From an optimization exercise on the open Yosys and OpenROAD flow, aimed at small area; shortcuts taken in it are not production practice.
Function was checked by simulation only, so behaviour that the tests miss may differ from the original.
Power is estimated from default activity; no workload was simulated.

==> design.v <==
`timescale 1ns/1ps
module axis_packet_receiver #(
    parameter int DEPTH = 64,
    parameter int CNT_W = 16
) (
    input  logic             clk,
    input  logic             rst_n,
    input  logic             s_tvalid,
    output logic             s_tready,
    input  logic [31:0]      s_tdata,
    input  logic             s_tlast,
    input  logic [7:0]       s_tdest,
    input  logic [3:0]       s_tuser,
    output logic             m_tvalid,
    input  logic             m_tready,
    output logic [31:0]      m_tdata,
    output logic             m_tlast,
    output logic [7:0]       m_tdest,
    output logic [3:0]       err_pulse,
    output logic [CNT_W-1:0] pkt_ok_cnt,
    output logic [CNT_W-1:0] pkt_err_cnt
);
    localparam int AW = $clog2(DEPTH);
    localparam logic [AW:0] PTR_ONE = {{AW{1'b0}}, 1'b1};
    typedef enum logic [1:0] {IDLE = 2'd0, BODY = 2'd1, DROP = 2'd2} state_t;
    function automatic logic is_full(input logic [AW:0] w, input logic [AW:0] r);
        is_full = (w[AW] != r[AW]) && (w[AW-1:0] == r[AW-1:0]);
    endfunction
    function automatic logic [CNT_W-1:0] sat_add(input logic [CNT_W-1:0] cnt, input logic [1:0] inc);
        logic [CNT_W:0] sum;
        sum = {1'b0, cnt} + {{(CNT_W-1){1'b0}}, inc};
        if (sum[CNT_W]) begin
            sat_add = {CNT_W{1'b1}};
        end else begin
            sat_add = sum[CNT_W-1:0];
        end
    endfunction
    logic [40:0]      mem_r [DEPTH];
    state_t           state_r, state_n;
    logic [AW:0]      wr_r, wr_n, commit_r, commit_n, rd_r, rd_n;
    logic [7:0]       dest_r, dest_n;
    logic             s_tready_r, m_tvalid_r, m_tlast_r;
    logic [31:0]      m_tdata_r;
    logic [7:0]       m_tdest_r;
    logic [3:0]       err_pulse_r, err_s;
    logic [CNT_W-1:0] pkt_ok_cnt_r, pkt_err_cnt_r;
    logic             accept_s, full_s, we_s, first_s, ok_inc_s, pop_s, valid_n_s;
    logic [1:0]       err_inc_s;
    logic [AW-1:0]    waddr_s;
    logic [40:0]      rd_word_s;
    logic             unused_s;
    assign unused_s = ^s_tuser[3:1];
    assign accept_s = s_tvalid & s_tready_r;
    assign full_s   = is_full(wr_r, rd_r);
    always_comb begin
        state_n   = state_r;
        wr_n      = wr_r;
        commit_n  = commit_r;
        dest_n    = dest_r;
        we_s      = 1'b0;
        waddr_s   = wr_r[AW-1:0];
        err_s     = 4'b0000;
        err_inc_s = 2'd0;
        ok_inc_s  = 1'b0;
        first_s   = 1'b0;
        if (accept_s) begin
            case (state_r)
                IDLE: first_s = 1'b1;
                BODY: begin
                    if (s_tuser[0]) begin
                        err_s[1]  = 1'b1;
                        err_inc_s = 2'd1;
                        wr_n      = commit_r;
                        first_s   = 1'b1;
                    end else if (s_tdest != dest_r) begin
                        err_s[2]  = 1'b1;
                        err_inc_s = 2'd1;
                        wr_n      = commit_r;
                        state_n   = s_tlast ? IDLE : DROP;
                    end else if (full_s) begin
                        err_s[3]  = 1'b1;
                        err_inc_s = 2'd1;
                        wr_n      = commit_r;
                        state_n   = s_tlast ? IDLE : DROP;
                    end else begin
                        we_s    = 1'b1;
                        waddr_s = wr_r[AW-1:0];
                        wr_n    = wr_r + PTR_ONE;
                        if (s_tlast) begin
                            commit_n = wr_r + PTR_ONE;
                            ok_inc_s = 1'b1;
                            state_n  = IDLE;
                        end else begin
                            state_n = BODY;
                        end
                    end
                end
                DROP: begin
                    if (s_tlast) begin
                        state_n = IDLE;
                    end else begin
                        state_n = DROP;
                    end
                end
                default: state_n = IDLE;
            endcase
            if (first_s) begin
                if (!s_tuser[0]) begin
                    err_s[0]  = 1'b1;
                    err_inc_s = err_inc_s + 2'd1;
                    wr_n      = commit_r;
                    state_n   = s_tlast ? IDLE : DROP;
                end else if (s_tdest != s_tdata[31:24]) begin
                    err_s[2]  = 1'b1;
                    err_inc_s = err_inc_s + 2'd1;
                    wr_n      = commit_r;
                    state_n   = s_tlast ? IDLE : DROP;
                end else begin
                    we_s    = 1'b1;
                    waddr_s = commit_r[AW-1:0];
                    wr_n    = commit_r + PTR_ONE;
                    dest_n  = s_tdest;
                    if (s_tlast) begin
                        commit_n = commit_r + PTR_ONE;
                        ok_inc_s = 1'b1;
                        state_n  = IDLE;
                    end else begin
                        state_n = BODY;
                    end
                end
            end else begin
                first_s = 1'b0;
            end
        end else begin
            state_n = state_r;
        end
    end
    always_comb begin
        pop_s     = m_tvalid_r & m_tready;
        rd_n      = pop_s ? (rd_r + PTR_ONE) : rd_r;
        valid_n_s = (rd_n != commit_r);
        rd_word_s = mem_r[rd_n[AW-1:0]];
    end
    always_ff @(posedge clk) begin
        if (we_s) begin
            mem_r[waddr_s] <= {s_tlast, s_tdest, s_tdata};
        end
    end
    always_ff @(posedge clk or negedge rst_n) begin
        if (!rst_n) begin
            state_r       <= IDLE;
            wr_r          <= '0;
            commit_r      <= '0;
            rd_r          <= '0;
            dest_r        <= 8'h00;
            s_tready_r    <= 1'b0;
            m_tvalid_r    <= 1'b0;
            m_tdata_r     <= 32'h0000_0000;
            m_tlast_r     <= 1'b0;
            m_tdest_r     <= 8'h00;
            err_pulse_r   <= 4'b0000;
            pkt_ok_cnt_r  <= '0;
            pkt_err_cnt_r <= '0;
        end else begin
            state_r       <= state_n;
            wr_r          <= wr_n;
            commit_r      <= commit_n;
            rd_r          <= rd_n;
            dest_r        <= dest_n;
            s_tready_r    <= ~(is_full(wr_n, rd_n) & (commit_n != rd_n));
            m_tvalid_r    <= valid_n_s;
            if (valid_n_s) begin
                {m_tlast_r, m_tdest_r, m_tdata_r} <= rd_word_s;
            end
            err_pulse_r   <= err_s;
            pkt_ok_cnt_r  <= sat_add(pkt_ok_cnt_r, {1'b0, ok_inc_s});
            pkt_err_cnt_r <= sat_add(pkt_err_cnt_r, err_inc_s);
        end
    end
    assign s_tready    = s_tready_r;
    assign m_tvalid    = m_tvalid_r;
    assign m_tdata     = m_tdata_r;
    assign m_tlast     = m_tlast_r;
    assign m_tdest     = m_tdest_r;
    assign err_pulse   = err_pulse_r;
    assign pkt_ok_cnt  = pkt_ok_cnt_r;
    assign pkt_err_cnt = pkt_err_cnt_r;
endmodule
==> run.sh <==
#!/bin/bash
# synth_recipe.tcl (not shown) runs the flow's synth.tcl, then flattens the netlist and writes it again
# the make line also repeats each setting of config.mk as NAME=value (left out here)
make -C /OpenROAD-flow-scripts/flow DESIGN_CONFIG=/design/flow/config.mk WORK_HOME=/design/flow/orfs CLKGATE_MAP_FILE= SYNTH_SCRIPT=/design/flow/synth_recipe.tcl finish
==> config.mk <==
export PLATFORM = sky130hd
export DESIGN_NAME = axis_packet_receiver
export DESIGN_NICKNAME = axis_packet_receiver
export VERILOG_FILES = /design/flow/design.v
export SDC_FILE = /design/flow/constraint.sdc
export NUM_CORES = 4
export LEC_CHECK = 0
export CAP_MARGIN = 20
export CORE_MARGIN = 2
export CORE_UTILIZATION = 40
export SLEW_MARGIN = 20
==> constraint.sdc <==
create_clock -name core_clock -period 5.0 [get_ports {clk}]
set_input_delay 1.0000 -clock core_clock [delete_from_list [all_inputs] [get_ports {clk}]]
set_output_delay 1.0000 -clock core_clock [all_outputs]
set_load 0.01 [all_outputs]
==> metrics.csv, run 1 <==
stage,metric,value,unit
run_status,outcome,timing/DRC/antenna clean,
worst_setup_path,cp.buffers_inverters,5,
power_and_ir_drop,post-layout-total-power,0.0811,W
placement,post_place_cell_area,0.121,mm^2
hold_path,hold_path_class,in -> async,
synthesis,warnings_synthesis,1,
synthesis,number_of_synthesized_register_bits,2734,
worst_setup_path,critPathMaxFanout,46,
layout,final.fill_count,23300,
flow_run,max_cap_viol_count,0,
placement,buffer_ports.inserted,124,
worst_setup_path,cp_slowest_cell,o311ai_0,
clock_tree,post_cts_hold_buffer_count,0,
floorplan,die-width,527,um
floorplan,initial_core_util,40.1,%
synthesis,seq_total_area_yosys,74.4,%
clock_tree,worst_skew_pair.late_latency,940,ps
clock_tree,cts_setup_buffers,0,
clock_tree,cts_buffers,293,
floorplan,dieArea,0.278,mm^2
clock_tree,clk_root_buffer_cell,clkbuf_16,
layout,ff_latch_area,0.0815,mm^2
synthesis,fraction_of_registers_with_async_set_or_reset_after_synthesis,4.02,%
worst_setup_path,setup.reg_to_reg.worst_slack,850,ps
route,drc,0,
route,via_count,73600,
global_route,first_global_vias,69000,
worst_setup_path,setup.worst_path.end_class,flip-flop,
clock_tree,clkTransAtPathRegs,60,ps
placement,dp.final_hpwl,207000,um
placement,gp_congestion,0.880,
synthesis,syn_area_per_cell,13.2,um^2
floorplan,floorplan.rows,192,
sta,layout_setup_ws,789,ps
floorplan,core,0.273,mm^2
layout,finalInstanceArea,0.130,mm^2
floorplan,floorplan.io_pins,128,
worst_setup_path,criticalPathCategory,in -> reg,
synthesis,synth_edf_count,2624,
worst_setup_path,critPathRequiredTime,5850,ps
route,detail-route-antenna-nets,0,
clock_tree,cts-htree-levels,5,
route,detailedRoute.firstPassIterationCount,8,
power_and_ir_drop,powerDensity,624,mW/mm^2
sta,period_minus_slack,4210,ps
worst_setup_path,critPathLaunchType,input pin,
sta,slew_headroom,26.2,%
synthesis,number_of_distinct_standard_cells_referenced_by_the_synthesized_netlist,64,
layout,layout_commonest_cell,nand2_1,
route,postRouteWirelength,350000,um
global_route,grt_max_degree,114,
synthesis,dominantRegCellSynth,edfxtp_1,
sta,clock_skew,63.2,ps
layout,nNetsFinal,8778,
synthesis,synth.top_cell.area_share,71.9,%
worst_setup_path,cp_cell_sequence,"clkdlybuf4s50_1, and2_1, xnor2_4, inv_8, buf_12, buf_4, nand2_1, and3_1, a311oi_1, a311oi_1, o311ai_0, buf_4, o221a_1",
route,routed_via_density,5.86,
synthesis,post_synth_instance_area,0.110,mm^2
synthesis,synthCells,8311,
worst_setup_path,worstPathArrival,5060,ps
global_route,antenna_found_initial,27,
floorplan,chipHeight,527,um
sta,finalCritPeriodShare,84.2,%
placement,place_worst_setup_slack,-66.8,ps
worst_setup_path,crit_family,buffers and inverters,
sta,drv_slew,0,
route,drc_violation_total_after_the_first_tritonroute_iteration,8948,
sta,fmaxAchievable,237,MHz
clock_tree,post_cts_resize_count,0,
sta,report.final.setup_viol,0,
sta,actual_transition_at_the_worst_max_transition_pin,1110,ps
power_and_ir_drop,p_leak,44.7,nW
synthesis,synth_top_area_cell,edfxtp_1,
synthesis,synthTopCellsByArea,"edfxtp_1, nand2_1, a311oi_1",
global_route,groute.usage.overall,24.6,%
global_route,grt_pass1_wl,498000,um
layout,mostFrequentLayoutCells,"nand2_1, edfxtp_1, nand3_1",
sta,rsz0062_at_grt,no,
global_route,globalRoute.totalOverflow,0,
route,routed_wire_length_per_instance,27.9,um
clock_tree,clkSinkCount,2734,
clock_tree,clockBufferDepth,4,
layout,area_growth_syn_to_layout,18.6,%
worst_setup_path,critPathMaxStageDelay,840,ps
sta,hold_viol_final,0,
power_and_ir_drop,ir_worst_vdd,0.498,mV
clock_tree,tritoncts,yes,
layout,multiInputGateArea,0.0261,mm^2
layout,layout-drive-gt1-share,12.8,%
## per-layer routing
metal / up-vias / GRT usage (%) / wire [um]
li1: 31900 / - / -
met5: - / 0 / 88
met4: 12 / 9.33 / 14600
met3: 701 / 5.14 / 36900
met2: 3785 / 38.3 / 159000
met1: 37200 / 34.0 / 139000
## Yosys cell counts, types with 4 or more instances
master    count
a21o_1        6
a21oi_1      13
a22o_1        5
a311oi_1    657
a31oi_1       4
and2_1        7
and3_1      339
and4_1        4
buf_1        66
buf_2       104
clkbuf_1    432
dfrtp_1     110
edfxtp_1   2624
ha_1         11
inv_1        16
mux2_2       11
mux2i_1       8
nand2_1    2698
nand2b_1     10
nand3_1     685
nand4_1      12
nor2_1      106
nor2b_1       4
nor3_1       18
o21a_1        5
o21ai_0      23
o221a_1       4
o221a_2      37
o311ai_0     41
o31ai_1      44
or3_1        84
xnor2_1      48
xor2_1       24
## path summary, 6_finish.rpt
| path | startpoint | depth (start not counted) | end |
|---|---|---|---|
| max reg2reg | wr_r[2]$_DFF_PN0_ | 18 | pkt_err_cnt_r[14]$_DFF_PN0_ |
| min in group core_clock | s_tdest[4] | 2 | mem_r[6][36]$_DFFE_PP_ |
| max | m_tready | 13 | m_tdest_r[6]$_DFFE_PN0P_ |
| min | rst_n | 1 | pkt_ok_cnt_r[4]$_DFF_PN0_ |
| max in group asynchronous | rst_n | 2 | m_tdata_r[5]$_DFFE_PN0P_ |
| min reg2reg | dest_r[1]$_DFFE_PN0P_ | 1 | dest_r[1]$_DFFE_PN0P_ |
## kinds of logic after synthesis
group | count (synthesis) | share of synthesized area, %
XOR/XNOR | 73 | 0.601
flip-flops | 2734 | 74.4
multiplexers | 19 | 0.186
AND/OR/NAND/NOR | 3983 | 15.6
AO/OA/AOI/OAI | 868 | 6.82
adder cells (fa/ha/maj) | 12 | 0.144
buffers and inverters | 622 | 2.26
## state kept, by name (all words and copies together), names as in the netlist, 8 cells and up
signal and cells:
m_tdest_r 8, m_tdata_r 32, mem_r 2624, dest_r 8
pkt_err_cnt_r 16, pkt_ok_cnt_r 16
## where the power goes
part	internal (W)	total, W	switching, W
Clock	0.0120	0.0206	0.00862
Combinational	0.0124	0.0347	0.0223
Sequential	0.0254	0.0258	0.000465
Total	0.0497	0.0811	0.0314
## area by class of cell
class                   instances  area share, %
multi-input cells            4955           20.1
inverters                      17         0.0684
clock buffers                 367           6.04
clock inverters               134          0.834
diodes                         39         0.0751
flip-flops and latches       2734           62.8
well taps                    3589           3.46
repair buffers                716           6.67
## metrics by stage
stage | hold WS (ps) | instances | TNS, ps | util (%)
2_1_floorplan | 475 | 8311 | -50000 | -
3_3_place_gp | 495 | 12000 | -66.9 | 44.3
3_5_place_dp | 521 | 12000 | -66.8 | 44.3
4_1_cts | 111 | 12500 | 0 | 47.5
5_1_grt | 160 | 12500 | 0 | 47.6
6_report | 141 | 12600 | 0 | 47.6
==> run 2, diff against run 1 <==
--- a/design.v
+++ b/design.v
@@ -35,19 +35,18 @@
             sat_add = sum[CNT_W-1:0];
         end
     endfunction
-    logic [40:0]      mem_r [DEPTH];
+    logic [32:0]      mem_r [DEPTH];
     state_t           state_r, state_n;
     logic [AW:0]      wr_r, wr_n, commit_r, commit_n, rd_r, rd_n;
     logic [7:0]       dest_r, dest_n;
-    logic             s_tready_r, m_tvalid_r, m_tlast_r;
-    logic [31:0]      m_tdata_r;
-    logic [7:0]       m_tdest_r;
+    logic             s_tready_r, m_tvalid_r, rd_first_r;
+    logic [7:0]       dest_hold_r;
     logic [3:0]       err_pulse_r, err_s;
     logic [CNT_W-1:0] pkt_ok_cnt_r, pkt_err_cnt_r;
-    logic             accept_s, full_s, we_s, first_s, ok_inc_s, pop_s, valid_n_s;
+    logic             accept_s, full_s, we_s, first_s, ok_inc_s, pop_s;
     logic [1:0]       err_inc_s;
     logic [AW-1:0]    waddr_s;
-    logic [40:0]      rd_word_s;
+    logic [32:0]      rd_word_s;
     logic             unused_s;
     assign unused_s = ^s_tuser[3:1];
     assign accept_s = s_tvalid & s_tready_r;
@@ -128,23 +127,26 @@
                         state_n = BODY;
                     end
                 end
-            end else begin
-                first_s = 1'b0;
             end
-        end else begin
-            state_n = state_r;
         end
     end
+    assign pop_s     = m_tvalid_r & m_tready;
+    assign rd_n      = pop_s ? (rd_r + PTR_ONE) : rd_r;
+    logic [DEPTH-1:0] rd_sel_s;
     always_comb begin
-        pop_s     = m_tvalid_r & m_tready;
-        rd_n      = pop_s ? (rd_r + PTR_ONE) : rd_r;
-        valid_n_s = (rd_n != commit_r);
-        rd_word_s = mem_r[rd_n[AW-1:0]];
+        rd_word_s = '0;
+        for (int i = 0; i < DEPTH; i++) begin
+            rd_sel_s[i] = (rd_r[AW-1:0] == AW'(i));
+            rd_word_s   = rd_word_s | ({33{rd_sel_s[i]}} & mem_r[i]);
+        end
     end
     always_ff @(posedge clk) begin
         if (we_s) begin
-            mem_r[waddr_s] <= {s_tlast, s_tdest, s_tdata};
+            mem_r[waddr_s] <= {s_tlast, s_tdata};
         end
+    end
+    always_ff @(posedge clk) begin
+        dest_hold_r <= m_tdest;
     end
     always_ff @(posedge clk or negedge rst_n) begin
         if (!rst_n) begin
@@ -155,9 +157,7 @@
             dest_r        <= 8'h00;
             s_tready_r    <= 1'b0;
             m_tvalid_r    <= 1'b0;
-            m_tdata_r     <= 32'h0000_0000;
-            m_tlast_r     <= 1'b0;
-            m_tdest_r     <= 8'h00;
+            rd_first_r    <= 1'b1;
             err_pulse_r   <= 4'b0000;
             pkt_ok_cnt_r  <= '0;
             pkt_err_cnt_r <= '0;
@@ -168,9 +168,9 @@
             rd_r          <= rd_n;
             dest_r        <= dest_n;
             s_tready_r    <= ~(is_full(wr_n, rd_n) & (commit_n != rd_n));
-            m_tvalid_r    <= valid_n_s;
-            if (valid_n_s) begin
-                {m_tlast_r, m_tdest_r, m_tdata_r} <= rd_word_s;
+            m_tvalid_r    <= (rd_n != commit_r);
+            if (pop_s) begin
+                rd_first_r <= rd_word_s[32];
             end
             err_pulse_r   <= err_s;
             pkt_ok_cnt_r  <= sat_add(pkt_ok_cnt_r, {1'b0, ok_inc_s});
@@ -179,9 +179,9 @@
     end
     assign s_tready    = s_tready_r;
     assign m_tvalid    = m_tvalid_r;
-    assign m_tdata     = m_tdata_r;
-    assign m_tlast     = m_tlast_r;
-    assign m_tdest     = m_tdest_r;
+    assign m_tdata     = rd_word_s[31:0];
+    assign m_tlast     = rd_word_s[32];
+    assign m_tdest     = rd_first_r ? rd_word_s[31:24] : dest_hold_r;
     assign err_pulse   = err_pulse_r;
     assign pkt_ok_cnt  = pkt_ok_cnt_r;
     assign pkt_err_cnt = pkt_err_cnt_r;
==> run 2 against run 1 <==
  * Now fails the layout checks on setup timing
  * Sequential cell count down 544
  * Register-to-register slack worse by 370 ps
  * Synthesized cell count down 49%
  * Clock power down 24%
  * Maximum frequency down 16%
  * Synthesized area down 27%
  * Sequential power down 21%
  * Die area down 27%
  * Non-clock buffer count down 27
  * Final area down 24%
  * Critical path type is now reg -> out
  * Highest routed layer unchanged
==> metrics.csv, run 2 <==
stage,metric,value,unit,change
run_status,outcome,finished with violations,,
run_status,violatedChecks,setup timing,,
power_and_ir_drop,p_int,0.0321,W,-35%
layout,largest_register_ffs,2112,,-20%
clock_tree,clkTransAtPathRegs,70,ps,about the same
synthesis,seq_total_area_yosys,81.6,%,+7.1 points
global_route,grt_max_degree,71,,-38%
worst_setup_path,criticalPathCategory,reg -> out,,
synthesis,yosys.area_share.adder,0.244,%,+0.10 points
synthesis,synthTopCellsByArea,"edfxtp_1, a221oi_1, a22o_1",,
worst_setup_path,critPathRequiredTime,4000,ps,-1850 ps
synthesis,synth.top_cell.area_share,79.2,%,+7.3 points
synthesis,warnings_synthesis,1,,unchanged
synthesis,synth_simple_gate_area_share,3.65,%,-12 points
worst_setup_path,crit_family,simple AND/OR/NAND/NOR gates,,
sta,fmaxAchievable,199,MHz,-16%
route,detailedRoute.firstPassIterationCount,5,,-3
sta,hold_viol_final,0,,unchanged
global_route,first_global_vias,49400,,-28%
power_and_ir_drop,net-switching-power,0.0124,W,-61%
route,via_count,53600,,-27%
worst_setup_path,critPathMaxStageDelay,750,ps,-90 ps
worst_setup_path,cp_slowest_cell,or4_4,,
placement,place_worst_setup_slack,-197,ps,-130 ps
placement,buffer_ports.inserted,124,,unchanged
layout,top_register,mem_r,,
clock_tree,post_cts_hold_buffer_count,0,,unchanged
synthesis,post-synth-top-count-cell,edfxtp_1,,
placement,placedCellCount,7265,,-40%
power_and_ir_drop,power_switching_share,27.8,%,-11 points
global_route,globalRoute.totalOverflow,0,,unchanged
floorplan,die-width,452,um,-14%
route,routed_wire_length_per_instance,43.3,um,+55%
sta,actual_transition_at_the_worst_max_transition_pin,1150,ps,+48.5 ps
clock_tree,worst_skew_pair.late_latency,890,ps,-50 ps
worst_setup_path,critPathMaxFanout,12,,-74%
placement,gp_congestion,0.890,,+1.2%
worst_setup_path,cp.buffers_inverters,3,,-2
synthesis,fraction_of_registers_with_async_set_or_reset_after_synthesis,3.20,%,-0.83 points
synthesis,synth_edf_count,2112,,-20%
clock_tree,clockBufferDepth,3,,-1
sta,rsz0062_at_grt,yes,,
worst_setup_path,cp_cell_sequence,"buf_4, ha_4, nand2_4, nor2_4, buf_4, a221oi_1, nand4_1, or4_4, mux2_4, clkbuf_2",,
synthesis,synth_compound_gate_area_share,12.3,%,+5.5 points
floorplan,floorplan.io_pins,128,,unchanged
worst_setup_path,critPathLaunchType,flip-flop,,
synthesis,post_synth_instance_area,0.0801,mm^2,-27%
sta,finalCritPeriodShare,100,%,+16 points
clock_tree,cts_buffers,213,,-27%
sta,layout_setup_ws,-17.6,ps,-807 ps
synthesis,syn_area_per_cell,18.8,um^2,+43%
sta,slew_headroom,23.0,%,-3.2 points
power_and_ir_drop,powerDensity,451,mW/mm^2,-28%
clock_tree,cts-htree-levels,4,,-1
layout,layout-drive-gt1-share,24.1,%,+11 points
sta,period_minus_slack,5020,ps,+807 ps
clock_tree,clk_root_buffer_cell,clkbuf_16,,
floorplan,core,0.199,mm^2,-27%
layout,final_cell_count_no_fill,7781,,-38%
synthesis,ys_top_cells_by_count,"edfxtp_1, a221oi_1, a22o_1",,
worst_setup_path,ff2ff_path_depth,20,,+2
clock_tree,clkSinkCount,2190,,-20%
synthesis,dominantRegCellSynth,edfxtp_1,,
global_route,antenna_found_initial,18,,-33%
floorplan,initial_core_util,40.2,%,+0.044 points
clock_tree,tritoncts,yes,,
synthesis,synthCells,4263,,-49%
worst_setup_path,regToRegStartpoint,rd_r[2]$_DFF_PN0_,,
layout,layout_commonest_cell,edfxtp_1,,
placement,dp.final_hpwl,192000,um,-7.1%
power_and_ir_drop,post-layout-total-power,0.0445,W,-45%
worst_setup_path,setup_crit_start,rd_r[1]$_DFF_PN0_,,
route,drc,0,,unchanged
global_route,grt_pass1_wl,444000,um,-11%
layout,nNetsFinal,5004,,-43%
power_and_ir_drop,power_frac_clock,35.3,%,+9.9 points
route,postRouteWirelength,337000,um,-3.8%
power_and_ir_drop,ir_worst_vdd,0.330,mV,-34%
power_and_ir_drop,p_leak,32.0,nW,-28%
synthesis,yosys.area_share.xor_xnor,0.787,%,+0.19 points
route,routed_via_density,6.89,,+18%
synthesis,synth_top_area_cell,edfxtp_1,,
power_and_ir_drop,comb_power_share,18.8,%,-24 points
layout,final.fill_count,16200,,-30%
floorplan,floorplan.rows,164,,-15%
flow_run,max_cap_viol_count,0,,unchanged
route,detail-route-antenna-nets,0,,unchanged
sta,report.final.setup_viol,3,,+3
synthesis,number_of_distinct_standard_cells_referenced_by_the_synthesized_netlist,69,,+7.8%
hold_path,hold_path_class,in -> async,,
worst_setup_path,timing.critical_path.depth,10,,-3
placement,post_place_cell_area,0.0895,mm^2,-26%
power_and_ir_drop,power.share.sequential,45.8,%,+14 points
worst_setup_path,setup.worst_path.end_class,output pin,,
worst_setup_path,worstPathArrival,4020,ps,-1040 ps
layout,finalInstanceArea,0.0988,mm^2,-24%
route,drc_violation_total_after_the_first_tritonroute_iteration,10200,,+14%
layout,area_growth_syn_to_layout,23.3,%,
floorplan,chipHeight,452,um,-14%
worst_setup_path,worst_path_most_repeated_cell,buf_4,,
layout,mostFrequentLayoutCells,"edfxtp_1, a22o_1, a221oi_1",,
floorplan,dieArea,0.204,mm^2,-27%
synthesis,number_of_synthesized_register_bits,2190,,-20%
layout,final_core_util,49.5,%,+1.9 points
sta,drv_slew,0,,unchanged
sta,clock_skew,41.1,ps,-22.1 ps
global_route,groute.usage.overall,32.4,%,+7.7 points
synthesis,synth_top_family_by_area,compound AO/OA/AOI/OAI gates,,
synthesis,synth_mux_area_share,0.225,%,+0.039 points
==> run 2: cell count changes after synthesis, sizes merged, moves of 57 or more <==
cell / change
buf: -123
nand3: -642
or3: -80
nor2: +57
a221oi: +503
edfxtp: -512
a22o: +499
a311oi: -656
clkbuf: -252
nand4: +131
nand2: -2614
and3: -324
==> run 2: path summary, 6_finish.rpt <==
kind,to,slack [ps]
max,m_tdest[7],-20
min,pkt_ok_cnt_r[14]$_DFF_PN0_,300
max reg2reg,pkt_err_cnt_r[0]$_DFF_PN0_,480
min reg2reg,dest_hold_r[2]$_DFF_P_,470
max in group asynchronous,rd_r[2]$_DFF_PN0_,4030
min in group core_clock,dest_hold_r[2]$_DFF_P_,470
==> run 2: repair_timing <==
item / 4_1_cts / 5_1_grt
pin swaps: 83 / 33
cloned: 5 / 0
setup buffers: 95 / 12
endpoints found under the hold margin: 0 / 0
endpoints found under the setup margin: 41 / 27
gates resized for setup: 275 / 58
==> run 2: layer usage <==
| layer | global-route usage, % | part of all wire, % |
|---|---|---|
| met5 | 0.280 | 0.055 |
| met4 | 17.6 | 7.3 |
| met3 | 11.0 | 16 |
| met2 | 48.0 | 43 |
| met1 | 41.9 | 34 |
==> run 2: per-stage QoR <==
step	hold slack (ps)	setup TNS, ps
6_report	298	-34.9
5_1_grt	386	-194
2_1_floorplan	490	0
3_3_place_gp	456	-3010
3_5_place_dp	461	-2400
4_1_cts	324	-111
==> run 2: area by class of cell <==
cell class                 instances  area, um^2  area share [%]
clock inverter                   114        1000            1.02
timing repair buffer             689        7360            7.45
inverter                          21        82.6          0.0836
clock buffer                     281        5700            5.77
multi-input combinational       1825       16000            16.1
tap                             2656        3320            3.36
antenna                            5        12.5          0.0127
sequential                      2190       65300            66.2
==> run 2: power by group through the flow <==
stage	Clock (W)	Combinational, W	Sequential [W]
floorplan	0	0.00287	0.0207
global placement	0	0.00737	0.0207
detailed placement	0	0.00741	0.0208
CTS	0.0157	0.00810	0.0204
global route	0.0164	0.00853	0.0204
finish	0.0157	0.00839	0.0204
==> run 2: worst reg2reg max path, delay by kind of cell (launching register included) <==
family / cells / cell delay [ps]
XOR/XNOR: 1 / 140
buffers and inverters: 3 / 430
AO/OA/AOI/OAI: 1 / 60
flip-flops: 1 / 520
adder cells (fa/ha/maj): 2 / 580
AND/OR/NAND/NOR: 13 / 2710
==> run 2: cells by family after synthesis <==
group,count (synthesis)
AND/OR/NAND/NOR,565
flip-flops,2190
adder cells (fa/ha/maj),15
AO/OA/AOI/OAI,1154
multiplexers,16
buffers and inverters,251
XOR/XNOR,72
==> run 3, diff against run 2 <==
--- a/design.v
+++ b/design.v
@@ -40,7 +40,12 @@
     logic [AW:0]      wr_r, wr_n, commit_r, commit_n, rd_r, rd_n;
     logic [7:0]       dest_r, dest_n;
     logic             s_tready_r, m_tvalid_r, rd_first_r;
-    logic [7:0]       dest_hold_r;
+    logic [7:0]       rp_lo_r, rp_hi_r;
+    logic             m_tlast_r;
+    logic [31:0]      m_tdata_r;
+    logic [7:0]       m_tdest_r;
+    logic             valid_n_s, first_n_s, load_s;
+    logic [AW-1:0]    rp_n;
     logic [3:0]       err_pulse_r, err_s;
     logic [CNT_W-1:0] pkt_ok_cnt_r, pkt_err_cnt_r;
     logic             accept_s, full_s, we_s, first_s, ok_inc_s, pop_s;
@@ -132,13 +137,35 @@
     end
     assign pop_s     = m_tvalid_r & m_tready;
     assign rd_n      = pop_s ? (rd_r + PTR_ONE) : rd_r;
-    logic [DEPTH-1:0] rd_sel_s;
+    assign valid_n_s = (rd_n != commit_r);
+    assign load_s    = valid_n_s & (pop_s | ~m_tvalid_r);
+    assign rp_n      = valid_n_s ? (rd_n[AW-1:0] + 1'b1) : rd_n[AW-1:0];
+    assign first_n_s = pop_s ? m_tlast_r : rd_first_r;
+    localparam int NG = (DEPTH + 2) / 3;
+    logic [DEPTH-1:0]  rd_sel_s;
+    logic [3*NG-1:0]   sel_pad_s;
+    logic [32:0]       mem_pad_s [3*NG];
+    logic [NG-1:0]     aoi_s [33];
     always_comb begin
-        rd_word_s = '0;
         for (int i = 0; i < DEPTH; i++) begin
-            rd_sel_s[i] = (rd_r[AW-1:0] == AW'(i));
-            rd_word_s   = rd_word_s | ({33{rd_sel_s[i]}} & mem_r[i]);
-        end
+            rd_sel_s[i] = rp_hi_r[i / 8] & rp_lo_r[i % 8];
+        end
+        sel_pad_s = '0;
+        sel_pad_s[DEPTH-1:0] = rd_sel_s;
+        for (int i = 0; i < 3 * NG; i++) begin
+            mem_pad_s[i] = (i < DEPTH) ? mem_r[i] : '0;
+        end
+    end
+    for (genvar b = 0; b < 33; b++) begin : g_rd_bit
+        for (genvar g = 0; g < NG; g++) begin : g_rd_grp
+            axis_pkt_rx_aoi222 u_aoi (
+                .a0(sel_pad_s[3*g]),   .b0(mem_pad_s[3*g][b]),
+                .a1(sel_pad_s[3*g+1]), .b1(mem_pad_s[3*g+1][b]),
+                .a2(sel_pad_s[3*g+2]), .b2(mem_pad_s[3*g+2][b]),
+                .y(aoi_s[b][g])
+            );
+        end
+        assign rd_word_s[b] = ~&aoi_s[b];
     end
     always_ff @(posedge clk) begin
         if (we_s) begin
@@ -146,7 +173,12 @@
         end
     end
     always_ff @(posedge clk) begin
-        dest_hold_r <= m_tdest;
+        if (load_s) begin
+            {m_tlast_r, m_tdata_r} <= rd_word_s;
+            if (first_n_s) begin
+                m_tdest_r <= rd_word_s[31:24];
+            end
+        end
     end
     always_ff @(posedge clk or negedge rst_n) begin
         if (!rst_n) begin
@@ -158,6 +190,8 @@
             s_tready_r    <= 1'b0;
             m_tvalid_r    <= 1'b0;
             rd_first_r    <= 1'b1;
+            rp_lo_r       <= 8'h01;
+            rp_hi_r       <= 8'h01;
             err_pulse_r   <= 4'b0000;
             pkt_ok_cnt_r  <= '0;
             pkt_err_cnt_r <= '0;
@@ -168,10 +202,10 @@
             rd_r          <= rd_n;
             dest_r        <= dest_n;
             s_tready_r    <= ~(is_full(wr_n, rd_n) & (commit_n != rd_n));
-            m_tvalid_r    <= (rd_n != commit_r);
-            if (pop_s) begin
-                rd_first_r <= rd_word_s[32];
-            end
+            m_tvalid_r    <= valid_n_s;
+            rp_lo_r       <= 8'h01 << rp_n[2:0];
+            rp_hi_r       <= 8'h01 << rp_n[5:3];
+            rd_first_r    <= first_n_s;
             err_pulse_r   <= err_s;
             pkt_ok_cnt_r  <= sat_add(pkt_ok_cnt_r, {1'b0, ok_inc_s});
             pkt_err_cnt_r <= sat_add(pkt_err_cnt_r, err_inc_s);
@@ -179,10 +213,16 @@
     end
     assign s_tready    = s_tready_r;
     assign m_tvalid    = m_tvalid_r;
-    assign m_tdata     = rd_word_s[31:0];
-    assign m_tlast     = rd_word_s[32];
-    assign m_tdest     = rd_first_r ? rd_word_s[31:24] : dest_hold_r;
+    assign m_tdata     = m_tdata_r;
+    assign m_tlast     = m_tlast_r;
+    assign m_tdest     = m_tdest_r;
     assign err_pulse   = err_pulse_r;
     assign pkt_ok_cnt  = pkt_ok_cnt_r;
     assign pkt_err_cnt = pkt_err_cnt_r;
 endmodule
+module axis_pkt_rx_aoi222 (
+    input  logic a0, b0, a1, b1, a2, b2,
+    output logic y
+);
+    assign y = ~((a0 & b0) | (a1 & b1) | (a2 & b2));
+endmodule
--- a/config.mk
+++ b/config.mk
@@ -7,5 +7,8 @@
 export LEC_CHECK = 0
 export CAP_MARGIN = 20
 export CORE_MARGIN = 2
-export CORE_UTILIZATION = 40
+export CORE_UTILIZATION = 70
+export CTS_CLUSTER_DIAMETER = 80
+export CTS_CLUSTER_SIZE = 25
 export SLEW_MARGIN = 20
+export SYNTH_HIERARCHICAL = 1
==> run 3 against run 2 <==
  * The run now finishes clean
  * Non-clock buffer count down 318
  * Wire length down 35%
  * Maximum frequency up 15%
  * Clock-buffer cell count down 138
  * Critical endpoint is now mem_r[55][22]$_DFFE_PP_
==> metrics.csv, run 3 <==
stage,metric,value,unit,change
synthesis,number_of_distinct_standard_cells_referenced_by_the_synthesized_netlist,73,,+5.8%
route,routed_wire_length_per_instance,36.4,um,-16%
power_and_ir_drop,ir_worst_vdd,0.326,mV,-1.2%
global_route,grt_max_degree,72,,+1.4%
layout,largest_register_ffs,2112,,unchanged
clock_tree,post_cts_hold_buffer_count,0,,unchanged
floorplan,floorplan.rows,123,,-25%
placement,place_worst_setup_slack,-73.3,ps,+124 ps
worst_setup_path,worstPathArrival,4790,ps,+770 ps
clock_tree,cts-htree-levels,3,,-1
sta,layout_setup_ws,645,ps,+663 ps
placement,dp.final_hpwl,128000,um,-33%
layout,nNetsFinal,4522,,-9.6%
sta,hold_viol_final,0,,unchanged
worst_setup_path,critPathMaxFanout,18,,+6
floorplan,initial_core_util,70.7,%,+31 points
sta,drv_slew,0,,unchanged
layout,final.fill_count,5895,,-64%
placement,gp_congestion,0.912,,+2.5%
clock_tree,clk_root_buffer_cell,clkbuf_16,,
worst_setup_path,setup.reg_to_reg.worst_slack,750,ps,+270 ps
global_route,grtUsageMet1,53.8,%,+12 points
route,via_count,45700,,-15%
clock_tree,clkTransAtPathRegs,90,ps,+20 ps
global_route,antenna_found_initial,13,,-5
clock_tree,post_cts_resize_count,0,,-100%
synthesis,synth.top_cell.area_share,81.1,%,+1.9 points
global_route,groute.usage.overall,37.7,%,+5.3 points
worst_setup_path,critPathLaunchType,input pin,,
global_route,first_global_vias,43400,,-12%
synthesis,post-synth-top-count-cell,edfxtp_1,,
sta,finalCritPeriodShare,87.1,%,-13 points
sta,slew_headroom,24.2,%,+1.2 points
run_status,outcome,timing/DRC/antenna clean,,
sta,period_minus_slack,4350,ps,-663 ps
clock_tree,tritoncts,yes,,
worst_setup_path,critPathRequiredTime,5440,ps,+1440 ps
synthesis,post_synth_instance_area,0.0798,mm^2,-0.43%
sta,fmaxAchievable,230,MHz,+15%
synthesis,synthCells,3899,,-8.5%
route,routed_via_density,7.61,,+10%
route,drc,0,,unchanged
power_and_ir_drop,power_switching_share,25.5,%,-2.3 points
power_and_ir_drop,comb_power_share,13.8,%,-5.0 points
worst_setup_path,setup.worst_path.end_class,flip-flop,,
synthesis,synthTopCellsByArea,"edfxtp_1, a222oi_1, dfrtp_1",,
placement,buffer_ports.inserted,124,,unchanged
synthesis,fraction_of_registers_with_async_set_or_reset_after_synthesis,3.84,%,+0.64 points
sta,clock_skew,35.3,ps,-5.80 ps
power_and_ir_drop,net-switching-power,0.00902,W,-27%
global_route,busiest_layer,met2,,
synthesis,warnings_synthesis,10,,+9
synthesis,number_of_synthesized_register_bits,2239,,+2.2%
synthesis,dominantRegCellSynth,edfxtp_1,,
layout,layout-drive-gt1-share,11.0,%,-13 points
synthesis,seq_total_area_yosys,83.8,%,+2.2 points
synthesis,synth_top_area_cell,edfxtp_1,,
clock_tree,clockBufferDepth,3,,unchanged
flow_run,max_cap_viol_count,0,,unchanged
clock_tree,clkSinkCount,2239,,+2.2%
layout,area_growth_syn_to_layout,11.6,%,
floorplan,core,0.113,mm^2,-43%
clock_tree,cts_buffers,101,,-53%
power_and_ir_drop,powerDensity,398,mW/mm^2,-12%
route,detail-route-antenna-nets,0,,unchanged
placement,post_place_cell_area,0.0861,mm^2,-3.8%
synthesis,synth_edf_count,2153,,+1.9%
sta,report.final.setup_viol,0,,-3
global_route,groute.layer.met2.usage,58.0,%,+10 points
floorplan,dieArea,0.117,mm^2,-43%
global_route,global_route.usage.met3,8.34,%,-2.7 points
sta,actual_transition_at_the_worst_max_transition_pin,1140,ps,-18.2 ps
route,drc_violation_total_after_the_first_tritonroute_iteration,10600,,+3.0%
layout,layout_commonest_cell,edfxtp_1,,
clock_tree,worst_skew_pair.late_latency,750,ps,-140 ps
route,detailedRoute.firstPassIterationCount,12,,+7
global_route,globalRoute.totalOverflow,0,,unchanged
floorplan,die-width,342,um,-24%
power_and_ir_drop,power.share.sequential,59.7,%,+14 points
layout,top_register,mem_r,,
synthesis,syn_area_per_cell,20.5,um^2,+8.9%
power_and_ir_drop,p_leak,27.6,nW,-14%
clock_tree,cts_setup_buffers,0,,-100%
hold_path,hold_path_class,in -> async,,
floorplan,floorplan.io_pins,128,,unchanged
power_and_ir_drop,p_int,0.0264,W,-18%
layout,finalInstanceArea,0.0890,mm^2,-9.9%
power_and_ir_drop,power_frac_clock,26.4,%,-8.9 points
synthesis,ys_top_cells_by_count,"edfxtp_1, a222oi_1, nand4_1",,
sta,rsz0062_at_grt,no,,
layout,mostFrequentLayoutCells,"edfxtp_1, a222oi_1, buf_4",,
route,postRouteWirelength,219000,um,-35%
global_route,grt_pass1_wl,309000,um,-30%
worst_setup_path,criticalPathCategory,in -> reg,,
floorplan,chipHeight,342,um,-24%
## run 3: changes by cell type after synthesis, sizes merged, moves of 41 or more
| cell | previous run | this run |
|---|---|---|
| a22o | 504 | 1 |
| a221oi | 504 | 0 |
| a222oi | 0 | 727 |
| edfxtp | 2112 | 2153 |
| buf | 50 | 6 |
| and2 | 5 | 74 |
| nor2 | 164 | 97 |
| clkbuf | 180 | 38 |
| a22oi | 53 | 0 |
## run 3: per-stage QoR
stage	util, %	power (W)	instances	TNS (ps)	hold WS (ps)
after floorplan	-	0.0234	4030	-29000	459
after global placement	76.3	0.0263	5855	0	471
after detailed placement	76.3	0.0264	5857	-1140	481
after CTS	78.9	0.0354	6008	0	332
after global routing	78.9	0.0363	6009	0	380
final	78.9	0.0355	6010	0	314
## run 3: cells by family after synthesis
family | synth area share, %
adders and majority gates | 0.213
and+or+nand+nor | 4.64
other | 0.00470
DFF | 83.8
AOI/OAI and AO/OA | 10.1
buffers and inverters | 0.329
xor gates and xnor gates | 0.852
muxes | 0.107
## run 3: layer usage
layer | part of all wire [%] | vias up
li1 | - | 18700
met1 | 34 | 22900
met2 | 47 | 3693
met3 | 15 | 393
met4 | 4.5 | 16
met5 | 0.051 | -
## run 3: worst max-delay path: stages
cell and delay (ps):
clkdlybuf4s50_1 460, xor2_1 200, or4_4 600, nor4_4 310, buf_4 240, buf_4 160
nand2_1 50, o21ai_1 400, o21ai_2 270, nor2_4 800, buf_12 260
## run 3: path summary, 6_finish.rpt
kind | startpoint | cells past startpoint | end
max | s_tdest[1] | 11 | mem_r[55][22]$_DFFE_PP_
min | rst_n | 1 | pkt_err_cnt_r[15]$_DFF_PN0_
max reg2reg | state_r[1]$_DFFE_PN0P_ | 12 | mem_r[55][22]$_DFFE_PP_
min reg2reg | dest_r[6]$_DFFE_PN0P_ | 2 | dest_r[6]$_DFFE_PN0P_
max in group asynchronous | rst_n | 2 | pkt_ok_cnt_r[5]$_DFF_PN0_
min in group core_clock | dest_r[6]$_DFFE_PN0P_ | 2 | dest_r[6]$_DFFE_PN0P_
## run 3: Yosys stat by module, one instance, submodules excluded
module | times used | flip-flops and latches
axis_pkt_rx_aoi222 | 726 | 0
axis_packet_receiver | 1 | 2239
## run 3: area by class of cell
class	count	area (um^2)	share of cell area [%]
Antenna cell	2	5.00	0.00562
Tap cell	1500	1880	2.11
Multi-Input combinational cell	1724	13700	15.3
Sequential cell	2239	66800	75.0
Timing Repair Buffer	371	3670	4.13
Inverter	23	86.3	0.0970
Clock inverter	8	133	0.149
Clock buffer	143	2790	3.14
## run 3: power by group through the flow
stage	sequential, W	clock, W	combinational [W]
after floorplan	0.0216	0	0.00182
after global placement	0.0216	0	0.00467
after detailed placement	0.0216	0	0.00475
after CTS	0.0212	0.00941	0.00477
after global routing	0.0212	0.0100	0.00501
final	0.0212	0.00938	0.00489
==> run 4, diff against run 3 <==
--- a/design.v
+++ b/design.v
@@ -141,30 +141,24 @@
     assign load_s    = valid_n_s & (pop_s | ~m_tvalid_r);
     assign rp_n      = valid_n_s ? (rd_n[AW-1:0] + 1'b1) : rd_n[AW-1:0];
     assign first_n_s = pop_s ? m_tlast_r : rd_first_r;
-    localparam int NG = (DEPTH + 2) / 3;
+    localparam int NG = DEPTH / 3;
     logic [DEPTH-1:0]  rd_sel_s;
-    logic [3*NG-1:0]   sel_pad_s;
-    logic [32:0]       mem_pad_s [3*NG];
-    logic [NG-1:0]     aoi_s [33];
+    logic [NG:0]       aoi_s [33];
     always_comb begin
         for (int i = 0; i < DEPTH; i++) begin
             rd_sel_s[i] = rp_hi_r[i / 8] & rp_lo_r[i % 8];
         end
-        sel_pad_s = '0;
-        sel_pad_s[DEPTH-1:0] = rd_sel_s;
-        for (int i = 0; i < 3 * NG; i++) begin
-            mem_pad_s[i] = (i < DEPTH) ? mem_r[i] : '0;
-        end
     end
     for (genvar b = 0; b < 33; b++) begin : g_rd_bit
         for (genvar g = 0; g < NG; g++) begin : g_rd_grp
             axis_pkt_rx_aoi222 u_aoi (
-                .a0(sel_pad_s[3*g]),   .b0(mem_pad_s[3*g][b]),
-                .a1(sel_pad_s[3*g+1]), .b1(mem_pad_s[3*g+1][b]),
-                .a2(sel_pad_s[3*g+2]), .b2(mem_pad_s[3*g+2][b]),
+                .a0(rd_sel_s[3*g]),   .b0(mem_r[3*g][b]),
+                .a1(rd_sel_s[3*g+1]), .b1(mem_r[3*g+1][b]),
+                .a2(rd_sel_s[3*g+2]), .b2(mem_r[3*g+2][b]),
                 .y(aoi_s[b][g])
             );
         end
+        assign aoi_s[b][NG]  = ~(rd_sel_s[DEPTH-1] & mem_r[DEPTH-1][b]);
         assign rd_word_s[b] = ~&aoi_s[b];
     end
     always_ff @(posedge clk) begin
==> run 4 against run 3 <==
  * Wire length rose by 3.1%
  * Highest routed layer unchanged
  * Maximum frequency down 4.0%
  * Power grew 2.1%
  * Critical endpoint is now pkt_err_cnt_r[2]$_DFF_PN0_
  * Core utilization down 0.47 points
  * Still clean
==> metrics.csv, run 4 <==
stage,metric,value,unit,change
floorplan,initial_core_util,70.6,%,about the same
clock_tree,worst_skew_pair.late_latency,740,ps,about the same
global_route,grt_max_degree,69,,-4.2%
worst_setup_path,critPathMaxStageDelay,570,ps,-230 ps
synthesis,warnings_synthesis,9,,-1
synthesis,post_synth_instance_area,0.0796,mm^2,-0.23%
route,postRouteWirelength,225000,um,+3.1%
route,routed_via_density,7.84,,+3.1%
hold_path,hold_path_class,in -> async,,
route,detail-route-antenna-nets,0,,unchanged
placement,buffer_ports.inserted,124,,unchanged
route,drc,0,,unchanged
clock_tree,clockBufferDepth,3,,unchanged
worst_setup_path,regToRegStartpoint,rp_lo_r[1]$_DFF_PN0_,,
layout,area_growth_syn_to_layout,11.1,%,
worst_setup_path,critPathRequiredTime,5670,ps,+230 ps
route,via_count,46300,,+1.4%
synthesis,syn_area_per_cell,20.2,um^2,-1.1%
power_and_ir_drop,ir_worst_vdd,0.349,mV,+7.1%
layout,top_register,mem_r,,
layout,largest_register_ffs,2112,,unchanged
flow_run,max_cap_viol_count,0,,unchanged
global_route,globalRoute.totalOverflow,0,,unchanged
worst_setup_path,critPathMaxFanout,13,,-5
worst_setup_path,critPathLaunchType,input pin,,
worst_setup_path,worstPathArrival,5200,ps,+410 ps
synthesis,post-synth-top-count-cell,edfxtp_1,,
power_and_ir_drop,p_leak,27.8,nW,+0.63%
sta,slew_headroom,12.8,%,-11 points
worst_setup_path,cp_cell_sequence,"clkdlybuf4s50_1, xor2_1, nor4_1, nand2_1, o31ai_1, inv_1, ha_1, o21ai_0, a21oi_1, ha_1, inv_1, fa_1, nor2_1, and3_1, nand3_1, or3_1, nand2_1",,
synthesis,ys_top_cells_by_count,"edfxtp_1, a222oi_1, nand2_1",,
clock_tree,cts_buffers,101,,unchanged
sta,rsz0062_at_grt,no,,
power_and_ir_drop,powerDensity,410,mW/mm^2,+2.9%
global_route,groute.usage.overall,38.8,%,+1.1 points
clock_tree,clk_root_buffer_cell,clkbuf_16,,
sta,clock_skew,39.4,ps,+4.17 ps
synthesis,dominantRegCellSynth,edfxtp_1,,
layout,mostFrequentLayoutCells,"edfxtp_1, a222oi_1, buf_4",,
synthesis,fraction_of_registers_with_async_set_or_reset_after_synthesis,3.84,%,unchanged
worst_setup_path,setup.worst_path.end_class,flip-flop,,
synthesis,synthCells,3932,,+0.85%
clock_tree,post_cts_hold_buffer_count,0,,unchanged
floorplan,dieArea,0.116,mm^2,-0.22%
worst_setup_path,ff2ff_path_depth,6,,-6
clock_tree,cts-htree-levels,3,,unchanged
clock_tree,tritoncts,yes,,
synthesis,synth_top_area_cell,edfxtp_1,,
route,detailedRoute.firstPassIterationCount,13,,+1
route,drc_violation_total_after_the_first_tritonroute_iteration,10900,,+2.9%
placement,gp_congestion,0.957,,+4.9%
sta,hold_viol_final,0,,unchanged
floorplan,core,0.113,mm^2,-0.14%
global_route,grt_pass1_wl,317000,um,+2.5%
floorplan,floorplan.io_pins,128,,unchanged
placement,dp.final_hpwl,132000,um,+3.5%
route,routed_wire_length_per_instance,38.1,um,+4.8%
worst_setup_path,setup.reg_to_reg.worst_slack,730,ps,-20 ps
sta,setup_total_negative_slack,0,ps,unchanged
clock_tree,post_cts_resize_count,0,,unchanged
floorplan,floorplan.rows,123,,unchanged
power_and_ir_drop,post-layout-total-power,0.0362,W,+2.1%
global_route,antenna_found_initial,14,,+1
worst_setup_path,criticalPathCategory,in -> reg,,
sta,fmaxAchievable,221,MHz,-4.0%
clock_tree,cts_setup_buffers,0,,unchanged
synthesis,number_of_distinct_standard_cells_referenced_by_the_synthesized_netlist,75,,+2.7%
synthesis,seq_total_area_yosys,83.9,%,+0.19 points
floorplan,die-width,341,um,-0.11%
synthesis,synth.top_cell.area_share,81.2,%,+0.18 points
clock_tree,clkSinkCount,2239,,unchanged
sta,finalCritPeriodShare,90.7,%,+3.6 points
layout,nNetsFinal,4433,,-2.0%
clock_tree,clkTransAtPathRegs,100,ps,about the same
run_status,outcome,timing/DRC/antenna clean,,
layout,final_core_util,78.5,%,-0.47 points
layout,layout-drive-gt1-share,11.0,%,about the same
floorplan,chipHeight,341,um,-0.11%
worst_setup_path,cp_slowest_cell,or3_1,,
sta,report.final.setup_viol,0,,unchanged
sta,period_minus_slack,4530,ps,+180 ps
synthesis,number_of_synthesized_register_bits,2239,,unchanged
sta,holdWs,284,ps,-30.3 ps
sta,actual_transition_at_the_worst_max_transition_pin,1300,ps,+159 ps
worst_setup_path,reg2reg_to,m_tdata_r[26]$_DFFE_PP_,,
synthesis,synthTopCellsByArea,"edfxtp_1, a222oi_1, dfrtp_1",,
layout,layout_commonest_cell,edfxtp_1,,
global_route,first_global_vias,44000,,+1.5%
sta,drv_slew,0,,unchanged
synthesis,synth_edf_count,2153,,unchanged
[run 4: logic make-up after synthesis]
family,count (synthesis),synth area share (%)
AO/OA/AOI/OAI,852,10.2
XOR/XNOR,69,0.803
adder cells (fa/ha/maj),13,0.214
buffers and inverters,60,0.302
flip-flops,2239,83.9
multiplexers,6,0.0802
AND/OR/NAND/NOR,693,4.50
[run 4: layout make-up]
type	instances	area, um^2
Inverter	23	86.3
Antenna cell	6	15.0
Tap cell	1500	1880
Clock inverter	8	105
Timing Repair Buffer	373	3740
Sequential cell	2239	66800
Multi-Input combinational cell	1633	13100
Clock buffer	128	2700
Fill cell	5778	24300
[run 4: metal layers]
layer  track usage, %  up-vias  routed length [um]
li1                 -    18500                   -
met1             56.2    23200               76700
met2             58.2     4176              102000
met3             10.0      484               36100
met4             15.1       12               10100
met5                0        -                  79
[run 4: metrics by stage]
| step | worst slack (ps) | instance area (um^2) | std cells |
|---|---|---|---|
| 2_1_floorplan | 168 | 79600 | 3932 |
| 4_1_cts | 562 | 88400 | 5904 |
| 3_3_place_gp | -90.5 | 85600 | 5768 |
| 3_5_place_dp | -204 | 85600 | 5768 |
| 5_1_grt | 149 | 88400 | 5904 |
| 6_report | 465 | 88400 | 5910 |
[run 4: how the worst max path moves through the flow]
stage | start | end | depth (start not counted)
final | s_tdest[5] | pkt_err_cnt_r[2]$_DFF_PN0_ | 17
after global routing | s_tdest[4] | pkt_err_cnt_r[13]$_DFF_PN0_ | 17
after detailed placement | s_tdest[5] | pkt_err_cnt_r[2]$_DFF_PN0_ | 17
after global placement | s_tdest[2] | pkt_err_cnt_r[0]$_DFF_PN0_ | 17
after CTS | s_tdest[5] | pkt_err_cnt_r[2]$_DFF_PN0_ | 17
after floorplan | s_tdest[6] | mem_r[43][0]$_DFFE_PP_ | 8
[run 4: critical path: cells and delay by family]
| kind | cells | cell delay (ps) |
|---|---|---|
| simple gates | 7 | 1800 |
| fa+ha+maj | 3 | 920 |
| compound gates | 3 | 680 |
| buf+inv | 3 | 640 |
| xor+xnor | 1 | 160 |
[run 4: per-module statistics from Yosys, one instance, submodules excluded]
| module | copies in the design | area, um^2 |
|---|---|---|
| axis_packet_receiver | 1 | 72600 |
| axis_pkt_rx_aoi222 | 693 | 10.0 |
[run 4: where the power goes]
group	switching, W	internal [W]
clock	0.00535	0.00384
sequential	0.000340	0.0210
combinational	0.00401	0.00170
==> run 5, diff against run 4 <==
--- a/design.v
+++ b/design.v
@@ -167,6 +167,9 @@
         end
     end
     always_ff @(posedge clk) begin
+        dest_r <= dest_n;
+    end
+    always_ff @(posedge clk) begin
         if (load_s) begin
             {m_tlast_r, m_tdata_r} <= rd_word_s;
             if (first_n_s) begin
@@ -180,7 +183,6 @@
             wr_r          <= '0;
             commit_r      <= '0;
             rd_r          <= '0;
-            dest_r        <= 8'h00;
             s_tready_r    <= 1'b0;
             m_tvalid_r    <= 1'b0;
             rd_first_r    <= 1'b1;
@@ -194,7 +196,6 @@
             wr_r          <= wr_n;
             commit_r      <= commit_n;
             rd_r          <= rd_n;
-            dest_r        <= dest_n;
             s_tready_r    <= ~(is_full(wr_n, rd_n) & (commit_n != rd_n));
             m_tvalid_r    <= valid_n_s;
             rp_lo_r       <= 8'h01 << rp_n[2:0];
--- a/config.mk
+++ b/config.mk
@@ -8,7 +8,7 @@
 export CAP_MARGIN = 20
 export CORE_MARGIN = 2
 export CORE_UTILIZATION = 70
-export CTS_CLUSTER_DIAMETER = 80
-export CTS_CLUSTER_SIZE = 25
+export CTS_CLUSTER_DIAMETER = 70
+export CTS_CLUSTER_SIZE = 28
 export SLEW_MARGIN = 20
 export SYNTH_HIERARCHICAL = 1
==> run 5 against run 4 <==
  * Wire length decreased by 2.5%
  * Global-route usage decreased by 0.68 points
  * Register-to-register slack about the same
  * Combinational power increased by 6.3%
  * Critical endpoint is now pkt_ok_cnt_r[11]$_DFF_PN0_
==> metrics.csv, run 5 <==
stage,metric,value,unit,change
synthesis,syn_area_per_cell,20.5,um^2,+1.2%
layout,final.fill_count,5771,,-0.12%
power_and_ir_drop,ir_worst_vdd,0.457,mV,+31%
clock_tree,worst_skew_pair.late_latency,760,ps,+20 ps
sta,report.final.setup_viol,0,,unchanged
placement,dp.final_hpwl,126000,um,-5.2%
synthesis,post-synth-top-count-cell,edfxtp_1,,
sta,setup_total_negative_slack,0,ps,unchanged
layout,layout-drive-gt1-share,11.6,%,+0.52 points
clock_tree,tritoncts,yes,,
worst_setup_path,worstPathArrival,5190,ps,about the same
clock_tree,cts_setup_buffers,0,,unchanged
layout,final_cell_count_no_fill,5834,,-1.3%
placement,placedCellCount,5676,,-1.6%
synthesis,number_of_distinct_standard_cells_referenced_by_the_synthesized_netlist,69,,-8.0%
placement,buffer_ports.inserted,124,,unchanged
run_status,outcome,timing/DRC/antenna clean,,
route,postRouteWirelength,220000,um,-2.5%
clock_tree,clk_root_buffer_cell,clkbuf_16,,
route,detailedRoute.firstPassIterationCount,10,,-3
synthesis,synth.top_cell.area_share,81.8,%,+0.60 points
worst_setup_path,criticalPathCategory,in -> reg,,
floorplan,dieArea,0.116,mm^2,-0.36%
floorplan,initial_core_util,70.5,%,-0.16 points
synthesis,synth_top_area_cell,edfxtp_1,,
route,drc,0,,unchanged
layout,ff_latch_area,0.0668,mm^2,about the same
clock_tree,cts_buffers,101,,unchanged
layout,number_of_antenna_diodes,0,,-6
route,m1WireLength,72400,um,-5.6%
floorplan,floorplan.rows,123,,unchanged
layout,multiInputGateArea,0.0129,mm^2,-1.5%
sta,finalCritPeriodShare,90.8,%,about the same
sta,slew_headroom,20.5,%,+7.7 points
route,wl_met3,33600,um,-6.9%
floorplan,chipHeight,341,um,-0.18%
global_route,first_global_vias,44100,,+0.077%
global_route,globalRoute.totalOverflow,0,,unchanged
route,met2_wirelength,103000,um,+0.61%
layout,layout_commonest_cell,edfxtp_1,,
global_route,grt_max_degree,65,,-5.8%
synthesis,fraction_of_registers_with_async_set_or_reset_after_synthesis,3.48,%,-0.36 points
sta,period_minus_slack,4540,ps,+3.64 ps
sta,clock_skew,48.7,ps,+9.32 ps
power_and_ir_drop,p_leak,27.5,nW,-0.85%
route,dr.max_layer_used,met5,,
worst_setup_path,critPathMaxFanout,13,,unchanged
clock_tree,clockBufferDepth,3,,unchanged
placement,gp_congestion,0.913,,-4.6%
global_route,antenna_found_initial,19,,+5
clock_tree,post_cts_hold_buffer_count,0,,unchanged
synthesis,seq_total_area_yosys,84.3,%,+0.36 points
worst_setup_path,setup.worst_path.end_class,flip-flop,,
worst_setup_path,critPathLaunchType,input pin,,
route,routed_wire_length_per_instance,37.7,um,-1.3%
sta,rsz0062_at_grt,no,,
clock_tree,cts-htree-levels,3,,unchanged
route,detail-route-antenna-nets,0,,unchanged
layout,final_core_util,78.5,%,about the same
layout,top_register,mem_r,,
sta,actual_transition_at_the_worst_max_transition_pin,1180,ps,-113 ps
synthesis,synthCells,3872,,-1.5%
layout,area_growth_syn_to_layout,11.4,%,
layout,largest_register_ffs,2112,,unchanged
hold_path,hold_path_class,in -> async,,
route,drc_violation_total_after_the_first_tritonroute_iteration,9770,,-10%
clock_tree,post_cts_resize_count,0,,unchanged
global_route,groute.usage.overall,38.2,%,-0.68 points
synthesis,warnings_synthesis,9,,unchanged
route,routed_via_density,7.73,,-1.4%
synthesis,synthTopCellsByArea,"edfxtp_1, a222oi_1, dfrtp_1",,
worst_setup_path,critPathRequiredTime,5650,ps,-20 ps
layout,nNetsFinal,4341,,-2.1%
sta,fmaxAchievable,220,MHz,about the same
synthesis,number_of_synthesized_register_bits,2239,,unchanged
synthesis,ys_top_cells_by_count,"edfxtp_1, a222oi_1, nand2_1",,
global_route,grt_pass1_wl,311000,um,-2.0%
synthesis,synth_edf_count,2161,,+0.37%
synthesis,dominantRegCellSynth,edfxtp_1,,
clock_tree,clkTransAtPathRegs,100,ps,about the same
power_and_ir_drop,powerDensity,420,mW/mm^2,+2.6%
sta,hold_viol_final,0,,unchanged
route,via_count,45100,,-2.6%
sta,drv_slew,0,,unchanged
flow_run,max_cap_viol_count,0,,unchanged
floorplan,die-width,341,um,-0.18%
layout,mostFrequentLayoutCells,"edfxtp_1, a222oi_1, nand2_1",,
clock_tree,clkSinkCount,2239,,unchanged
floorplan,core,0.112,mm^2,-0.14%
synthesis,post_synth_instance_area,0.0793,mm^2,-0.36%
floorplan,floorplan.io_pins,128,,unchanged
run 5: changes by cell type after synthesis, moves of 5 or more:
cell / delta
a21oi_1: +5
and3_1: -7
clkbuf_1: -6
clkinv_1: +5
dfrtp_1: -8
edfxtp_1: +8
mux2i_1: +5
nand2_1: -31
nand2b_1: -6
nor2_1: +7
o21ai_0: +6
o31ai_1: -5
xnor2_1: -6
xor2_1: +10
run 5: report_power, final:
| group | internal, W | total [W] | switching, W | leakage, nW |
|---|---|---|---|---|
| Sequential | 0.0210 | 0.0213 | 0.000291 | 20.5 |
| Combinational | 0.00171 | 0.00608 | 0.00437 | 5.51 |
| Clock | 0.00409 | 0.00976 | 0.00567 | 1.55 |
| Total | 0.0268 | 0.0371 | 0.0103 | 27.5 |
run 5: kinds of logic (layout without fill, tap and decap cells):
family                   Yosys count  count (layout)  share of synthesized area, %
flip-flops                      2239            2239                          84.3
adder cells (fa/ha/maj)           13              13                         0.215
XOR/XNOR                          72              72                         0.822
multiplexers                      13              13                         0.189
AO/OA/AOI/OAI                    840             840                          10.0
buffers and inverters             56             518                         0.273
AND/OR/NAND/NOR                  639             639                          4.19
run 5: final timing paths:
check / slack, ps / depth (start not counted) / end / startpoint
min reg2reg: 550 / 1 / pkt_ok_cnt_r[12]$_DFF_PN0_ / pkt_ok_cnt_r[12]$_DFF_PN0_
max reg2reg: 740 / 15 / pkt_ok_cnt_r[11]$_DFF_PN0_ / state_r[1]$_DFFE_PN0P_
min in group core_clock: 550 / 1 / pkt_ok_cnt_r[12]$_DFF_PN0_ / pkt_ok_cnt_r[12]$_DFF_PN0_
max: 460 / 16 / pkt_ok_cnt_r[11]$_DFF_PN0_ / s_tdest[2]
max in group asynchronous: 3810 / 2 / rd_first_r$_DFF_PN1_ / rst_n
min: 230 / 1 / pkt_ok_cnt_r[11]$_DFF_PN0_ / rst_n
run 5: per-layer routing:
metal  vias to the layer above  global-route usage, %
li1                      18200                      -
met1                     22500                   51.7
met2                      3851                   60.0
met3                       535                   10.2
met4                        18                   16.0
met5                         -                      0
run 5: critical path: stages:
cell and delay, ps:
clkdlybuf4s50_1 490, xor2_1 230, nor4_4 440, nand2_1 200
nor2_1 220, nand2_1 140, nand2_1 90, nand2_1 150
nor2_1 420, ha_1 260, and3_1 230, and2_1 180
nand2_1 100, nor3_1 270, nand4_1 470, o21ai_0 280
run 5: Yosys stat by module, one instance, submodules excluded:
module	times used	flip-flops and latches
axis_packet_receiver	1	2239
axis_pkt_rx_aoi222	693	0
run 5: cell type report:
class	count	area share, %
clock buffer	110	2.95
inverter	27	0.115
clock inverter	48	0.669
timing repair buffer	333	3.90
tap	1500	2.12
sequential	2239	75.7
multi-input combinational	1577	14.6
run 5: per-stage QoR:
| step | setup WS (ps) | area [um^2] | power, W | hold slack (ps) |
|---|---|---|---|---|
| after global routing | 157 | 88300 | 0.0379 | 282 |
| after floorplan | 238 | 79300 | 0.0238 | 498 |
| final | 462 | 88300 | 0.0371 | 229 |
| after detailed placement | -198 | 85100 | 0.0275 | 523 |
| after CTS | 541 | 88300 | 0.0369 | 239 |
| after global placement | 73.9 | 85100 | 0.0274 | 496 |

re-timing with driven ports:
The results above use ideal ports. As a check the final layouts listed here were re-extracted and re-timed, cells and wires unchanged.
Step 1: set_driving_cell puts a clkbuf_16 on clk and a buf_2 on each other input, an assumption about the parent block.
Step 2 adds t to the input delays and takes it off the output delays; t is the mean of the earliest and latest rising clock arrival at the registers after step 1. Input paths then give back, and output paths get back, about the clock's delay inside the block.
Slacks: ideal / step 1 / step 2; pairs: ideal / step 1.
| run | t, ns | setup WS [ns] | hold slack, ns | worst data-port slew with drivers (ns) |
|---|---|---|---|---|
| run 1 | 1.002 | 0.789 / 0.848 / -0.144 | 0.141 / 0.088 / 0.531 | 0.52 |
| run 2 | 0.948 | -0.018 / -0.100 / -0.185 | 0.298 / 0.239 / 0.469 | 0.24 |
| run 3 | 0.814 | 0.645 / 0.711 / -0.103 | 0.314 / 0.251 / 0.499 | 0.10 |
| run 4 | 0.803 | 0.465 / 0.519 / -0.284 | 0.284 / 0.233 / 0.506 | 0.08 |
| run 5 | 0.821 | 0.462 / 0.520 / -0.301 | 0.229 / 0.172 / 0.554 | 0.18 |
Met with ideal ports but missed after step 2: setup timing in run 1, run 3, run 4 and run 5. The setup slack of run 1, which loses most, moves by +0.059 ns with the drivers and by -0.933 ns with both steps.
